Background: an optimization exercise with open tools, aiming at a short achievable clock period and few clock cycles. Do not read the settings as production practice. Function was checked by simulation only, so behaviour that the tests miss may differ from the original. Power and IR drop assume default switching activity.

==> inputs of pepper <==
## rv32i_core
module rv32i_core (
   input  logic        clock,
   input  logic        rst_n,
   output logic        wb_cyc,
   output logic        wb_stb,
   output logic [31:0] wb_adr,
   input  logic [31:0] wb_dat,
   input  logic        wb_ack,
   output logic        retire_valid,
   output logic [31:0] retire_pc,
   output logic [4:0]  retire_rd,
   output logic [31:0] retire_rd_value,
   output logic        retire_rd_write,
   output logic        halted
);
   localparam int BP_BITS = 6;
   localparam int BP_N    = 1 << BP_BITS;
   logic [31:0] fpc;         
   logic        fcyc;        
   logic        fdisc;       
   logic [31:0] fsaved;      
   logic        hpend;       
   logic        halt_q;
   logic [31:0] fpc_o;       
   logic        fcyc_o;
   logic        halt_o;
   logic [31:0] fpc_d;       
   logic        fcyc_d;
   logic        halt_d;
   logic        bp_v   [0:BP_N-1];
   logic [1:0]  bp_ctr [0:BP_N-1];
   logic        u_en;        
   logic [BP_BITS-1:0] u_idx;
   logic [1:0]  u_ctr;
   logic        lc_v;
   logic [4:0]  lc_reg;
   logic [31:0] lc_val;
   logic [31:0] rf   [1:31];
   logic [31:1] rf_v;
   logic        x_valid;
   logic [31:0] x_pc;
   logic [4:0]  x_rd;
   logic [31:1] x_rdoh;      
   logic        x_wr;        
   logic        x_ill;       
   logic        x_br;
   logic        x_jalr;
   logic        x_jrr;       
   logic        x_brv;       
   logic        x_addv;      
   logic        x_zsum;      
   logic        x_link;      
   logic [31:0] x_alt;       
   logic        x_hit;
   logic [1:0]  x_ctr;
   logic [31:0] x_a_rf;      
   logic [31:0] x_b_rf;
   logic [31:0] x_imm;
   logic        x_sa_p, x_sa_r;           
   logic        x_sb_i, x_sb_p, x_sb_r;   
   logic [31:0] x_prev;      
   logic        x_sub;
   logic        x_s_add, x_s_sll, x_s_slt, x_s_sltu, x_s_xor, x_s_sr, x_s_or, x_s_and;
   logic        x_s_pre;
   logic [31:0] x_pre;       
   logic        x_sra;
   logic        x_c_eq, x_c_lt, x_c_ltu, x_c_inv;
   logic        x_flip;      
   logic        r_valid;
   logic [31:0] r_pc;
   logic [4:0]  r_rd;
   logic [31:0] r_val;
   logic        r_wr;
   logic [31:0] x_result;
   logic [31:0] x_a, x_b;
   logic [31:0] jalr_tgt;
   logic        taken;
   logic        mis;
  ...
clock: 13.0 ns
lec_check: 0
cap_margin: 40
cell_pad_in_sites_detail_placement: 1
cell_pad_in_sites_global_placement: 1
core_margin: 2
core_utilization: 45
place_density: 0.62
slew_margin: 40
synth_hierarchical: 1
standard.sh (not shown) runs the stock make flow with config.mk's settings and CLKGATE_MAP_FILE= SYNTH_SCRIPT=/design/flow/synth_recipe.tcl, a recipe that flattens the netlist after the stock synthesis.
==> flow/flow/run.sh <==
#!/bin/bash
# Layout with the standard flow (standard.sh), with these changes:
# - the resizer aims for far more setup slack than the 13 ns clock needs, so
#   that it works on every path (SETUP_SLACK_MARGIN), and may resize cells to
#   other footprints (MATCH_CELL_FOOTPRINT=0);
# - synthesis and the resizer also avoid the slow complex cells listed in
#   dont_use.txt (the platform's own don't-use cells are in that list too).
# Each tool's full output stays in orfs/logs; make's output goes to
# standard.log in the work folder.
set -euo pipefail
here=$(cd "$(dirname "$0")" && pwd)
bash standard.sh SETUP_SLACK_MARGIN=9.3 MATCH_CELL_FOOTPRINT=0 \
   "DONT_USE_CELLS=$(cat "$here/dont_use.txt")" finish > standard.log 2>&1
Other scripts of this flow, unchanged in this note and not shown: flow/flow/dont_use.txt
==> inputs of onyx, as changes to pepper <==
--- a/flow/design.v
+++ b/flow/design.v
@@ -58,13 +58,14 @@
    localparam int BP_N    = 1 << BP_BITS;
    logic [31:0] fpc;         
    logic        fcyc;        
    logic        fdisc;       
    logic [31:0] fsaved;      
+   logic        redir_q;     
+   logic [31:0] tgt_q;       
    logic        hpend;       
    logic        halt_q;
-   logic [31:0] fpc_o;       
    logic        fcyc_o;
    logic        halt_o;
    logic [31:0] fpc_d;       
    logic        fcyc_d;
    logic        halt_d;
@@ -89,10 +90,13 @@
    logic        x_jrr;       
    logic        x_brv;       
    logic        x_addv;      
    logic        x_zsum;      
    logic        x_link;      
+   logic        x_pred;      
+   logic [31:0] x_pc4;
+   logic [31:0] x_tgtb;      
    logic [31:0] x_alt;       
    logic        x_hit;
    logic [1:0]  x_ctr;
    logic [31:0] x_a_rf;      
    logic [31:0] x_b_rf;
@@ -112,10 +116,11 @@
    logic [4:0]  r_rd;
    logic [31:0] r_val;
    logic        r_wr;
    logic [31:0] x_result;
    logic [31:0] x_a, x_b;
+   logic [31:0] x_ac, x_bc, x_aj, x_bj;
    logic [31:0] jalr_tgt;
    logic        taken;
    logic        mis;
    logic        cmp_lt, cmp_ltu;
    logic        x_redirect;
@@ -123,10 +128,16 @@
    logic        x_halt;
    logic [31:1] x_wroh;      
    rv_opmux i_opmux (.sa_p(x_sa_p), .sa_r(x_sa_r), .sb_i(x_sb_i), .sb_p(x_sb_p),
       .sb_r(x_sb_r), .prev(x_prev), .a_rf(x_a_rf), .b_rf(x_b_rf), .imm(x_imm),
       .a(x_a), .b(x_b));
+   rv_opmux i_opmux_c (.sa_p(x_sa_p), .sa_r(x_sa_r), .sb_i(x_sb_i), .sb_p(x_sb_p),
+      .sb_r(x_sb_r), .prev(x_prev), .a_rf(x_a_rf), .b_rf(x_b_rf), .imm(x_imm),
+      .a(x_ac), .b(x_bc));
+   rv_opmux i_opmux_j (.sa_p(x_sa_p), .sa_r(x_sa_r), .sb_i(x_sb_i), .sb_p(x_sb_p),
+      .sb_r(x_sb_r), .prev(x_prev), .a_rf(x_a_rf), .b_rf(x_b_rf), .imm(x_imm),
+      .a(x_aj), .b(x_bj));
    rv_alu i_alu (
       .a       (x_a),
       .b       (x_b),
       .sa      (x_a),
       .shl     (x_b[4:0]),
@@ -146,25 +157,26 @@
       .s_pre   (x_s_pre),
       .sra     (x_sra),
       .result  (x_result)
    );
    rv_cmp i_cmp (
-      .a     (x_a),
-      .b     (x_b),
+      .a     (x_ac),
+      .b     (x_bc),
       .c_eq  (x_c_eq),
       .c_lt  (x_c_lt),
       .c_ltu (x_c_ltu),
       .c_inv (x_c_inv),
       .flip  (x_flip),
       .lt    (cmp_lt),
       .ltu   (cmp_ltu),
       .taken (taken),
       .mis   (mis)
    );
-   rv_jt i_jt (.a(x_a), .b(x_b), .tgt(jalr_tgt));
+   rv_jt i_jt (.a(x_aj), .b(x_bj), .tgt(jalr_tgt));
    rv_zsum i_zsum (.a(x_a), .b(x_b), .z(x_zsum));
    assign x_redirect = x_jrr | (x_brv & mis);
+   assign x_alt      = x_pred ? x_pc4 : x_tgtb;
    assign x_target   = x_jalr ? jalr_tgt : x_alt;
    assign x_halt     = x_valid & x_ill;
    assign x_wroh     = {31{x_valid}} & x_rdoh;
    logic        ack;
    logic [31:0] ir;
@@ -188,12 +200,10 @@
    logic [BP_BITS-1:0] f_idx;
    logic        f_hit;
    logic [1:0]  f_ctr;
    logic        f_dir;
    logic        br_same, br_zero, br_known;
-   logic        f_take;
-   logic [31:0] f_next;
    logic        kill;        
    logic        valid_d;     
    assign ack = fcyc & wb_ack;
    assign ir  = wb_dat;
    assign op  = ir[6:0];
@@ -286,80 +296,75 @@
    assign br_zero = (f3[2:1] == 2'b00) & (rs2 == 5'd0) & x_addv & (x_rd == rs1);
    assign br_known = br_same | br_zero;
    assign f_dir  = br_same ? ((f3 == 3'b000) | (f3 == 3'b101) | (f3 == 3'b111)) :
                    br_zero ? (x_zsum ^ f3[0]) :
                    f_hit ? f_ctr[1] : ir[31];
-   assign f_take = is_jal | (is_br & f_dir) | (is_jalr & (jr_a | jr_b));
-   assign f_next = !f_take ? fpc4 : is_jal ? tgt_j : tgt_b;
    assign kill    = x_halt | hpend | halt_q;
-   assign valid_d = ack & ~fdisc & ~x_redirect & ~kill;
+   assign valid_d = ack & ~fdisc & ~x_redirect & ~redir_q & ~kill;
    assign wb_cyc = fcyc_o;
    assign wb_stb = fcyc_o;
-   assign wb_adr = fpc_o;
-   logic sel_f, sel_ja, sel_jb, sel_j, sel_b, sel_4, sel_x, sel_s, sel_h;
-   logic [31:0] fpc_od;      
-   logic [31:0] fpc_f;       
-   assign sel_f = ack & ~fdisc;
-   assign sel_ja = sel_f & is_jalr & jr_a;
-   assign sel_jb = sel_f & is_jalr & jr_b;
-   assign sel_j = sel_f & is_jal;
-   assign sel_b = sel_f & is_br & f_dir;
-   assign sel_4 = sel_f & ~f_take;
-   assign sel_x = ack & x_redirect;
-   assign sel_s = ack & fdisc;
-   assign sel_h = ~ack;
-   rv_fnext i_fnext (
-      .sel   ({sel_ja, sel_jb, sel_j, sel_b, sel_4, sel_s, sel_h}),
-      .tgt_ja(tgt_ja),
-      .tgt_jb(tgt_jb),
-      .tgt_j (tgt_j),
-      .tgt_b (tgt_b),
-      .fpc4  (fpc4),
-      .saved (fsaved),
-      .fpc   (fpc),
-      .nxt   (fpc_f)
-   );
-   rv_fmux i_fmux   (.en(1'b1),  .redir(sel_x), .x_tgt(x_target), .f(fpc_f), .nxt(fpc_d));
-   rv_fmux i_fmux_o (.en(rst_n), .redir(sel_x), .x_tgt(x_target), .f(fpc_f), .nxt(fpc_od));
+   assign wb_adr = fpc;
+   logic q_j, q_jr, q_br;
+   logic k_h, k_x, k_s, k_f;
+   logic [7:0] fsel;         
+   assign q_j  = ir[6] & ir[3];
+   assign q_jr = ir[6] & ~ir[3] & ir[2];
+   assign q_br = ir[6] & ~ir[2];
+   assign k_h = ~ack;
+   assign k_x = ack & redir_q;
+   assign k_s = ack & ~redir_q & fdisc;
+   assign k_f = ack & ~redir_q & ~fdisc;
+   assign fsel[7] = k_h;
+   assign fsel[6] = k_x;
+   assign fsel[5] = k_s;
+   assign fsel[4] = k_f & q_br & f_dir;
+   assign fsel[3] = k_f & ((q_br & ~f_dir) | ~ir[6] | (q_jr & ~jr_a & ~jr_b));
+   assign fsel[2] = k_f & q_jr & jr_a;
+   assign fsel[1] = k_f & q_jr & jr_b;
+   assign fsel[0] = k_f & q_j;
+   rv_fsel i_fsel (.sel(fsel & {8{rst_n}}), .fpc(fpc), .tgt_q(tgt_q), .saved(fsaved),
+      .tgt_b(tgt_b), .fpc4(fpc4), .tgt_ja(tgt_ja), .tgt_jb(tgt_jb), .tgt_j(tgt_j),
+      .nxt(fpc_d));
    always_comb begin
       fcyc_d = fcyc;
       halt_d = halt_q;
       if ((x_halt || hpend) && !halt_q && (ack || !fcyc)) begin
          fcyc_d = 1'b0;
          halt_d = 1'b1;
       end
    end
    always_ff @(posedge clock or negedge rst_n) begin
       if (!rst_n) begin
-         fpc     <= 32'd0;
          fcyc    <= 1'b1;
          fdisc   <= 1'b0;
+         redir_q <= 1'b0;
          hpend   <= 1'b0;
          halt_q  <= 1'b0;
          x_valid <= 1'b0;
          x_jrr   <= 1'b0;
          x_brv   <= 1'b0;
       end else begin
-         fpc    <= fpc_d;
          fcyc   <= fcyc_d;
          halt_q <= halt_d;
-         if (ack)             fdisc <= 1'b0;
-         else if (x_redirect) fdisc <= 1'b1;
+         if (ack)          fdisc <= 1'b0;
+         else if (redir_q) fdisc <= 1'b1;
+         redir_q <= x_redirect;
          hpend   <= (x_halt || hpend) && !halt_d;
          x_valid <= valid_d;
          x_jrr   <= valid_d & is_jalr & ~(jr_a | jr_b);
          x_brv   <= valid_d & is_br & ~br_known;
       end
    end
    always_ff @(posedge clock) begin
-      fpc_o   <= fpc_od;
+      fpc     <= fpc_d;
       fcyc_o  <= rst_n ? fcyc_d : 1'b1;
       halt_o  <= rst_n & halt_d;
       r_valid <= rst_n & x_valid & ~x_ill;
    end
    always_ff @(posedge clock) begin
-      if (!fdisc) fsaved <= x_target;
+      tgt_q <= x_target;
+      if (!fdisc) fsaved <= tgt_q;
    end
    always_ff @(posedge clock) begin
       for (int i = 1; i < 32; i++) begin
          x_rdoh[i] <= (rd == 5'(i)) & writes;
       end
@@ -368,11 +373,13 @@
       x_wr      <= writes & (rd != 5'd0);
       x_ill     <= ~legal;
       x_br      <= is_br;
       x_jalr    <= is_jalr;
       x_link    <= is_jal | is_jalr;
-      x_alt     <= f_dir ? fpc4 : tgt_b;
+      x_pred    <= f_dir;
+      x_pc4     <= fpc4;
+      x_tgtb    <= tgt_b;
       x_hit     <= f_hit;
       x_ctr     <= f_ctr;
       x_a_rf    <= a_d;
       x_b_rf    <= b_d;
       x_imm     <= imm_i;
@@ -593,33 +600,25 @@
 );
    logic [31:0] sum;
    rv_ks #(.W(32), .L(5)) i_add (.a(a), .b(b), .sum(sum), .cout());
    assign tgt = {sum[31:1], 1'b0};
 endmodule
-module rv_fnext (
-   input  logic [6:0]  sel,
+module rv_fsel (
+   input  logic [7:0]  sel,
+   input  logic [31:0] fpc,
+   input  logic [31:0] tgt_q,
+   input  logic [31:0] saved,
+   input  logic [31:0] tgt_b,
+   input  logic [31:0] fpc4,
    input  logic [31:0] tgt_ja,
    input  logic [31:0] tgt_jb,
    input  logic [31:0] tgt_j,
-   input  logic [31:0] tgt_b,
-   input  logic [31:0] fpc4,
-   input  logic [31:0] saved,
-   input  logic [31:0] fpc,
-   output logic [31:0] nxt
-);
-   assign nxt = ({32{sel[6]}} & tgt_ja) | ({32{sel[5]}} & tgt_jb)
-              | ({32{sel[4]}} & tgt_j) | ({32{sel[3]}} & tgt_b) | ({32{sel[2]}} & fpc4)
-              | ({32{sel[1]}} & saved) | ({32{sel[0]}} & fpc);
-endmodule
-module rv_fmux (
-   input  logic        en,
-   input  logic        redir,
-   input  logic [31:0] x_tgt,
-   input  logic [31:0] f,
    output logic [31:0] nxt
 );
-   assign nxt = {32{en}} & (redir ? x_tgt : f);
+   assign nxt = ({32{sel[7]}} & fpc) | ({32{sel[6]}} & tgt_q) | ({32{sel[5]}} & saved)
+              | ({32{sel[4]}} & tgt_b) | ({32{sel[3]}} & fpc4) | ({32{sel[2]}} & tgt_ja)
+              | ({32{sel[1]}} & tgt_jb) | ({32{sel[0]}} & tgt_j);
 endmodule
 module rv_tgt #(
    parameter int LW = 13,
    parameter int L  = 4     
 ) (
==> flow/flow/run.sh (replaced) <==
#!/bin/bash
# Layout with the standard flow (standard.sh), with these changes:
# - the resizer aims for far more setup slack than the 13 ns clock needs, so
#   that it works on every path (SETUP_SLACK_MARGIN), and may resize cells to
#   other footprints (MATCH_CELL_FOOTPRINT=0);
# - global routing keeps more room free on met1 and met2 (fastroute.tcl),
#   which eases detailed routing;
# - synthesis and the resizer also avoid the slow complex cells listed in
#   dont_use.txt (the platform's own don't-use cells are in that list too).
# Each tool's full output stays in orfs/logs; make's output goes to
# standard.log in the work folder.
set -euo pipefail
here=$(cd "$(dirname "$0")" && pwd)
bash standard.sh SETUP_SLACK_MARGIN=9.3 MATCH_CELL_FOOTPRINT=0 FASTROUTE_TCL="$here/fastroute.tcl" \
   "DONT_USE_CELLS=$(cat "$here/dont_use.txt")" finish > standard.log 2>&1
==> flow/flow/fastroute.tcl (new file) <==
set_global_routing_layer_adjustment met1 0.45
set_global_routing_layer_adjustment met2 0.3
set_global_routing_layer_adjustment met3 0.15
set_global_routing_layer_adjustment met4 0.15
set_global_routing_layer_adjustment met5 0.15

set_routing_layers -clock $::env(MIN_CLK_ROUTING_LAYER)-$::env(MAX_ROUTING_LAYER)
set_routing_layers -signal $::env(MIN_ROUTING_LAYER)-$::env(MAX_ROUTING_LAYER)
--- a/flow/config.mk
+++ b/flow/config.mk
@@ -7,9 +7,9 @@
 export LEC_CHECK = 0
 export CAP_MARGIN = 40
 export CELL_PAD_IN_SITES_DETAIL_PLACEMENT = 1
 export CELL_PAD_IN_SITES_GLOBAL_PLACEMENT = 1
 export CORE_MARGIN = 2
-export CORE_UTILIZATION = 45
-export PLACE_DENSITY = 0.62
+export CORE_UTILIZATION = 50
+export PLACE_DENSITY = 0.66
 export SLEW_MARGIN = 40
 export SYNTH_HIERARCHICAL = 1
==> inputs of sierra, as changes to pepper <==
--- a/flow/design.v
+++ b/flow/design.v
@@ -58,13 +58,14 @@
    localparam int BP_N    = 1 << BP_BITS;
    logic [31:0] fpc;         
    logic        fcyc;        
    logic        fdisc;       
    logic [31:0] fsaved;      
+   logic        redir_q;     
+   logic [31:0] tgt_q;       
    logic        hpend;       
    logic        halt_q;
-   logic [31:0] fpc_o;       
    logic        fcyc_o;
    logic        halt_o;
    logic [31:0] fpc_d;       
    logic        fcyc_d;
    logic        halt_d;
@@ -89,10 +90,13 @@
    logic        x_jrr;       
    logic        x_brv;       
    logic        x_addv;      
    logic        x_zsum;      
    logic        x_link;      
+   logic        x_pred;      
+   logic [31:0] x_pc4;
+   logic [31:0] x_tgtb;      
    logic [31:0] x_alt;       
    logic        x_hit;
    logic [1:0]  x_ctr;
    logic [31:0] x_a_rf;      
    logic [31:0] x_b_rf;
@@ -112,10 +116,11 @@
    logic [4:0]  r_rd;
    logic [31:0] r_val;
    logic        r_wr;
    logic [31:0] x_result;
    logic [31:0] x_a, x_b;
+   logic [31:0] x_ac, x_bc, x_aj, x_bj;
    logic [31:0] jalr_tgt;
    logic        taken;
    logic        mis;
    logic        cmp_lt, cmp_ltu;
    logic        x_redirect;
@@ -123,10 +128,16 @@
    logic        x_halt;
    logic [31:1] x_wroh;      
    rv_opmux i_opmux (.sa_p(x_sa_p), .sa_r(x_sa_r), .sb_i(x_sb_i), .sb_p(x_sb_p),
       .sb_r(x_sb_r), .prev(x_prev), .a_rf(x_a_rf), .b_rf(x_b_rf), .imm(x_imm),
       .a(x_a), .b(x_b));
+   rv_opmux i_opmux_c (.sa_p(x_sa_p), .sa_r(x_sa_r), .sb_i(x_sb_i), .sb_p(x_sb_p),
+      .sb_r(x_sb_r), .prev(x_prev), .a_rf(x_a_rf), .b_rf(x_b_rf), .imm(x_imm),
+      .a(x_ac), .b(x_bc));
+   rv_opmux i_opmux_j (.sa_p(x_sa_p), .sa_r(x_sa_r), .sb_i(x_sb_i), .sb_p(x_sb_p),
+      .sb_r(x_sb_r), .prev(x_prev), .a_rf(x_a_rf), .b_rf(x_b_rf), .imm(x_imm),
+      .a(x_aj), .b(x_bj));
    rv_alu i_alu (
       .a       (x_a),
       .b       (x_b),
       .sa      (x_a),
       .shl     (x_b[4:0]),
@@ -146,25 +157,26 @@
       .s_pre   (x_s_pre),
       .sra     (x_sra),
       .result  (x_result)
    );
    rv_cmp i_cmp (
-      .a     (x_a),
-      .b     (x_b),
+      .a     (x_ac),
+      .b     (x_bc),
       .c_eq  (x_c_eq),
       .c_lt  (x_c_lt),
       .c_ltu (x_c_ltu),
       .c_inv (x_c_inv),
       .flip  (x_flip),
       .lt    (cmp_lt),
       .ltu   (cmp_ltu),
       .taken (taken),
       .mis   (mis)
    );
-   rv_jt i_jt (.a(x_a), .b(x_b), .tgt(jalr_tgt));
+   rv_jt i_jt (.a(x_aj), .b(x_bj), .tgt(jalr_tgt));
    rv_zsum i_zsum (.a(x_a), .b(x_b), .z(x_zsum));
    assign x_redirect = x_jrr | (x_brv & mis);
+   assign x_alt      = x_pred ? x_pc4 : x_tgtb;
    assign x_target   = x_jalr ? jalr_tgt : x_alt;
    assign x_halt     = x_valid & x_ill;
    assign x_wroh     = {31{x_valid}} & x_rdoh;
    logic        ack;
    logic [31:0] ir;
@@ -188,12 +200,10 @@
    logic [BP_BITS-1:0] f_idx;
    logic        f_hit;
    logic [1:0]  f_ctr;
    logic        f_dir;
    logic        br_same, br_zero, br_known;
-   logic        f_take;
-   logic [31:0] f_next;
    logic        kill;        
    logic        valid_d;     
    assign ack = fcyc & wb_ack;
    assign ir  = wb_dat;
    assign op  = ir[6:0];
@@ -286,80 +296,75 @@
    assign br_zero = (f3[2:1] == 2'b00) & (rs2 == 5'd0) & x_addv & (x_rd == rs1);
    assign br_known = br_same | br_zero;
    assign f_dir  = br_same ? ((f3 == 3'b000) | (f3 == 3'b101) | (f3 == 3'b111)) :
                    br_zero ? (x_zsum ^ f3[0]) :
                    f_hit ? f_ctr[1] : ir[31];
-   assign f_take = is_jal | (is_br & f_dir) | (is_jalr & (jr_a | jr_b));
-   assign f_next = !f_take ? fpc4 : is_jal ? tgt_j : tgt_b;
    assign kill    = x_halt | hpend | halt_q;
-   assign valid_d = ack & ~fdisc & ~x_redirect & ~kill;
+   assign valid_d = ack & ~fdisc & ~x_redirect & ~redir_q & ~kill;
    assign wb_cyc = fcyc_o;
    assign wb_stb = fcyc_o;
-   assign wb_adr = fpc_o;
-   logic sel_f, sel_ja, sel_jb, sel_j, sel_b, sel_4, sel_x, sel_s, sel_h;
-   logic [31:0] fpc_od;      
-   logic [31:0] fpc_f;       
-   assign sel_f = ack & ~fdisc;
-   assign sel_ja = sel_f & is_jalr & jr_a;
-   assign sel_jb = sel_f & is_jalr & jr_b;
-   assign sel_j = sel_f & is_jal;
-   assign sel_b = sel_f & is_br & f_dir;
-   assign sel_4 = sel_f & ~f_take;
-   assign sel_x = ack & x_redirect;
-   assign sel_s = ack & fdisc;
-   assign sel_h = ~ack;
-   rv_fnext i_fnext (
-      .sel   ({sel_ja, sel_jb, sel_j, sel_b, sel_4, sel_s, sel_h}),
-      .tgt_ja(tgt_ja),
-      .tgt_jb(tgt_jb),
-      .tgt_j (tgt_j),
-      .tgt_b (tgt_b),
-      .fpc4  (fpc4),
-      .saved (fsaved),
-      .fpc   (fpc),
-      .nxt   (fpc_f)
-   );
-   rv_fmux i_fmux   (.en(1'b1),  .redir(sel_x), .x_tgt(x_target), .f(fpc_f), .nxt(fpc_d));
-   rv_fmux i_fmux_o (.en(rst_n), .redir(sel_x), .x_tgt(x_target), .f(fpc_f), .nxt(fpc_od));
+   assign wb_adr = fpc;
+   logic q_j, q_jr, q_br;
+   logic k_h, k_x, k_s, k_f;
+   logic [7:0] fsel;         
+   assign q_j  = ir[6] & ir[3];
+   assign q_jr = ir[6] & ~ir[3] & ir[2];
+   assign q_br = ir[6] & ~ir[2];
+   assign k_h = ~ack;
+   assign k_x = ack & redir_q;
+   assign k_s = ack & ~redir_q & fdisc;
+   assign k_f = ack & ~redir_q & ~fdisc;
+   assign fsel[7] = k_h;
+   assign fsel[6] = k_x;
+   assign fsel[5] = k_s;
+   assign fsel[4] = k_f & q_br & f_dir;
+   assign fsel[3] = k_f & ((q_br & ~f_dir) | ~ir[6] | (q_jr & ~jr_a & ~jr_b));
+   assign fsel[2] = k_f & q_jr & jr_a;
+   assign fsel[1] = k_f & q_jr & jr_b;
+   assign fsel[0] = k_f & q_j;
+   rv_fsel i_fsel (.sel(fsel & {8{rst_n}}), .fpc(fpc), .tgt_q(tgt_q), .saved(fsaved),
+      .tgt_b(tgt_b), .fpc4(fpc4), .tgt_ja(tgt_ja), .tgt_jb(tgt_jb), .tgt_j(tgt_j),
+      .nxt(fpc_d));
    always_comb begin
       fcyc_d = fcyc;
       halt_d = halt_q;
       if ((x_halt || hpend) && !halt_q && (ack || !fcyc)) begin
          fcyc_d = 1'b0;
          halt_d = 1'b1;
       end
    end
    always_ff @(posedge clock or negedge rst_n) begin
       if (!rst_n) begin
-         fpc     <= 32'd0;
          fcyc    <= 1'b1;
          fdisc   <= 1'b0;
+         redir_q <= 1'b0;
          hpend   <= 1'b0;
          halt_q  <= 1'b0;
          x_valid <= 1'b0;
          x_jrr   <= 1'b0;
          x_brv   <= 1'b0;
       end else begin
-         fpc    <= fpc_d;
          fcyc   <= fcyc_d;
          halt_q <= halt_d;
-         if (ack)             fdisc <= 1'b0;
-         else if (x_redirect) fdisc <= 1'b1;
+         if (ack)          fdisc <= 1'b0;
+         else if (redir_q) fdisc <= 1'b1;
+         redir_q <= x_redirect;
          hpend   <= (x_halt || hpend) && !halt_d;
          x_valid <= valid_d;
          x_jrr   <= valid_d & is_jalr & ~(jr_a | jr_b);
          x_brv   <= valid_d & is_br & ~br_known;
       end
    end
    always_ff @(posedge clock) begin
-      fpc_o   <= fpc_od;
+      fpc     <= fpc_d;
       fcyc_o  <= rst_n ? fcyc_d : 1'b1;
       halt_o  <= rst_n & halt_d;
       r_valid <= rst_n & x_valid & ~x_ill;
    end
    always_ff @(posedge clock) begin
-      if (!fdisc) fsaved <= x_target;
+      tgt_q <= x_target;
+      if (!fdisc) fsaved <= tgt_q;
    end
    always_ff @(posedge clock) begin
       for (int i = 1; i < 32; i++) begin
          x_rdoh[i] <= (rd == 5'(i)) & writes;
       end
@@ -368,11 +373,13 @@
       x_wr      <= writes & (rd != 5'd0);
       x_ill     <= ~legal;
       x_br      <= is_br;
       x_jalr    <= is_jalr;
       x_link    <= is_jal | is_jalr;
-      x_alt     <= f_dir ? fpc4 : tgt_b;
+      x_pred    <= f_dir;
+      x_pc4     <= fpc4;
+      x_tgtb    <= tgt_b;
       x_hit     <= f_hit;
       x_ctr     <= f_ctr;
       x_a_rf    <= a_d;
       x_b_rf    <= b_d;
       x_imm     <= imm_i;
@@ -593,33 +600,25 @@
 );
    logic [31:0] sum;
    rv_ks #(.W(32), .L(5)) i_add (.a(a), .b(b), .sum(sum), .cout());
    assign tgt = {sum[31:1], 1'b0};
 endmodule
-module rv_fnext (
-   input  logic [6:0]  sel,
+module rv_fsel (
+   input  logic [7:0]  sel,
+   input  logic [31:0] fpc,
+   input  logic [31:0] tgt_q,
+   input  logic [31:0] saved,
+   input  logic [31:0] tgt_b,
+   input  logic [31:0] fpc4,
    input  logic [31:0] tgt_ja,
    input  logic [31:0] tgt_jb,
    input  logic [31:0] tgt_j,
-   input  logic [31:0] tgt_b,
-   input  logic [31:0] fpc4,
-   input  logic [31:0] saved,
-   input  logic [31:0] fpc,
-   output logic [31:0] nxt
-);
-   assign nxt = ({32{sel[6]}} & tgt_ja) | ({32{sel[5]}} & tgt_jb)
-              | ({32{sel[4]}} & tgt_j) | ({32{sel[3]}} & tgt_b) | ({32{sel[2]}} & fpc4)
-              | ({32{sel[1]}} & saved) | ({32{sel[0]}} & fpc);
-endmodule
-module rv_fmux (
-   input  logic        en,
-   input  logic        redir,
-   input  logic [31:0] x_tgt,
-   input  logic [31:0] f,
    output logic [31:0] nxt
 );
-   assign nxt = {32{en}} & (redir ? x_tgt : f);
+   assign nxt = ({32{sel[7]}} & fpc) | ({32{sel[6]}} & tgt_q) | ({32{sel[5]}} & saved)
+              | ({32{sel[4]}} & tgt_b) | ({32{sel[3]}} & fpc4) | ({32{sel[2]}} & tgt_ja)
+              | ({32{sel[1]}} & tgt_jb) | ({32{sel[0]}} & tgt_j);
 endmodule
 module rv_tgt #(
    parameter int LW = 13,
    parameter int L  = 4     
 ) (
==> results by group <==
Setup path
  – CP max-delay cell: nand4_1

Power and ir drop
  – P per Cell Area: about 100 nW/um2

Run status
  – Outcome: no timing/DRC/antenna violations

Routing
  – First-pass iteration count of the detailed router: 14
  – Routed Wire Length: about 550 mm

STA
  – Worst Skew: 0.100 ns

Layout
  – Seq area share: 40.2%
the above is filed under onyx

==> results by group <==
STA
  – WHS: roughly 0.30 ns
  – Worst Skew: between 0.1 and 0.15 ns

Routing
  – First-pass iteration count of the detailed router: 9
  – Routed Wire Length: just over 500 mm

Layout
  – Seq area share: 39.5%

Setup path
  – CP max-delay cell: or2_2

Run status
  – Outcome: no timing/DRC/antenna violations

Yosys
  – Syn avg cell area: roughly 11 um2
the above is filed under pepper

==> results by group <==
STA
  – Worst Skew: 0.0756 ns

Routing
  – First-pass iteration count of the detailed router: 8
  – Routed Wire Length: between 500 and 600 mm

Layout
  – Seq area share: around two fifths

Run status
  – Outcome: no timing/DRC/antenna violations

Setup path
  – CP max-delay cell: or3_4
the above is filed under sierra

Testbench counts of pepper, summed over its fixed seeds: cycles 83,745.
Testbench counts of onyx, summed over its fixed seeds: cycles 84,258.
Testbench counts of sierra, summed over its fixed seeds: cycles 84,258.

[static timing again, ports no longer ideal]
Ports are ideal in the flow. The routed layouts listed here were re-timed in OpenROAD.
Step 1, drivers: a clkbuf_16 drives clock and a buf_2 each remaining input, both assumed.
Step 2 also shifts input and output timing later by t, the mid clock arrival at the registers, as if the neighbouring blocks saw the same clock.
Three values: ideal ports, drivers, drivers and shift; two values: the first two.
run	shift t [ns]	slack for setup (ns)	worst hold slack (ns)	worst setup path at the end
pepper	0.965	8.439 / 8.418 / 7.453	0.305 / 0.305 / 0.305	input to register
onyx	1.000	8.182 / 8.222 / 7.222	0.323 / 0.323 / 0.323	input to register
sierra	0.993	8.594 / 8.588 / 7.595	0.322 / 0.322 / 0.322	input to register
After both steps setup and hold are still met in every run listed. The setup slack of sierra, which loses most, moves by -0.006 ns with the drivers and by -0.999 ns with both steps.
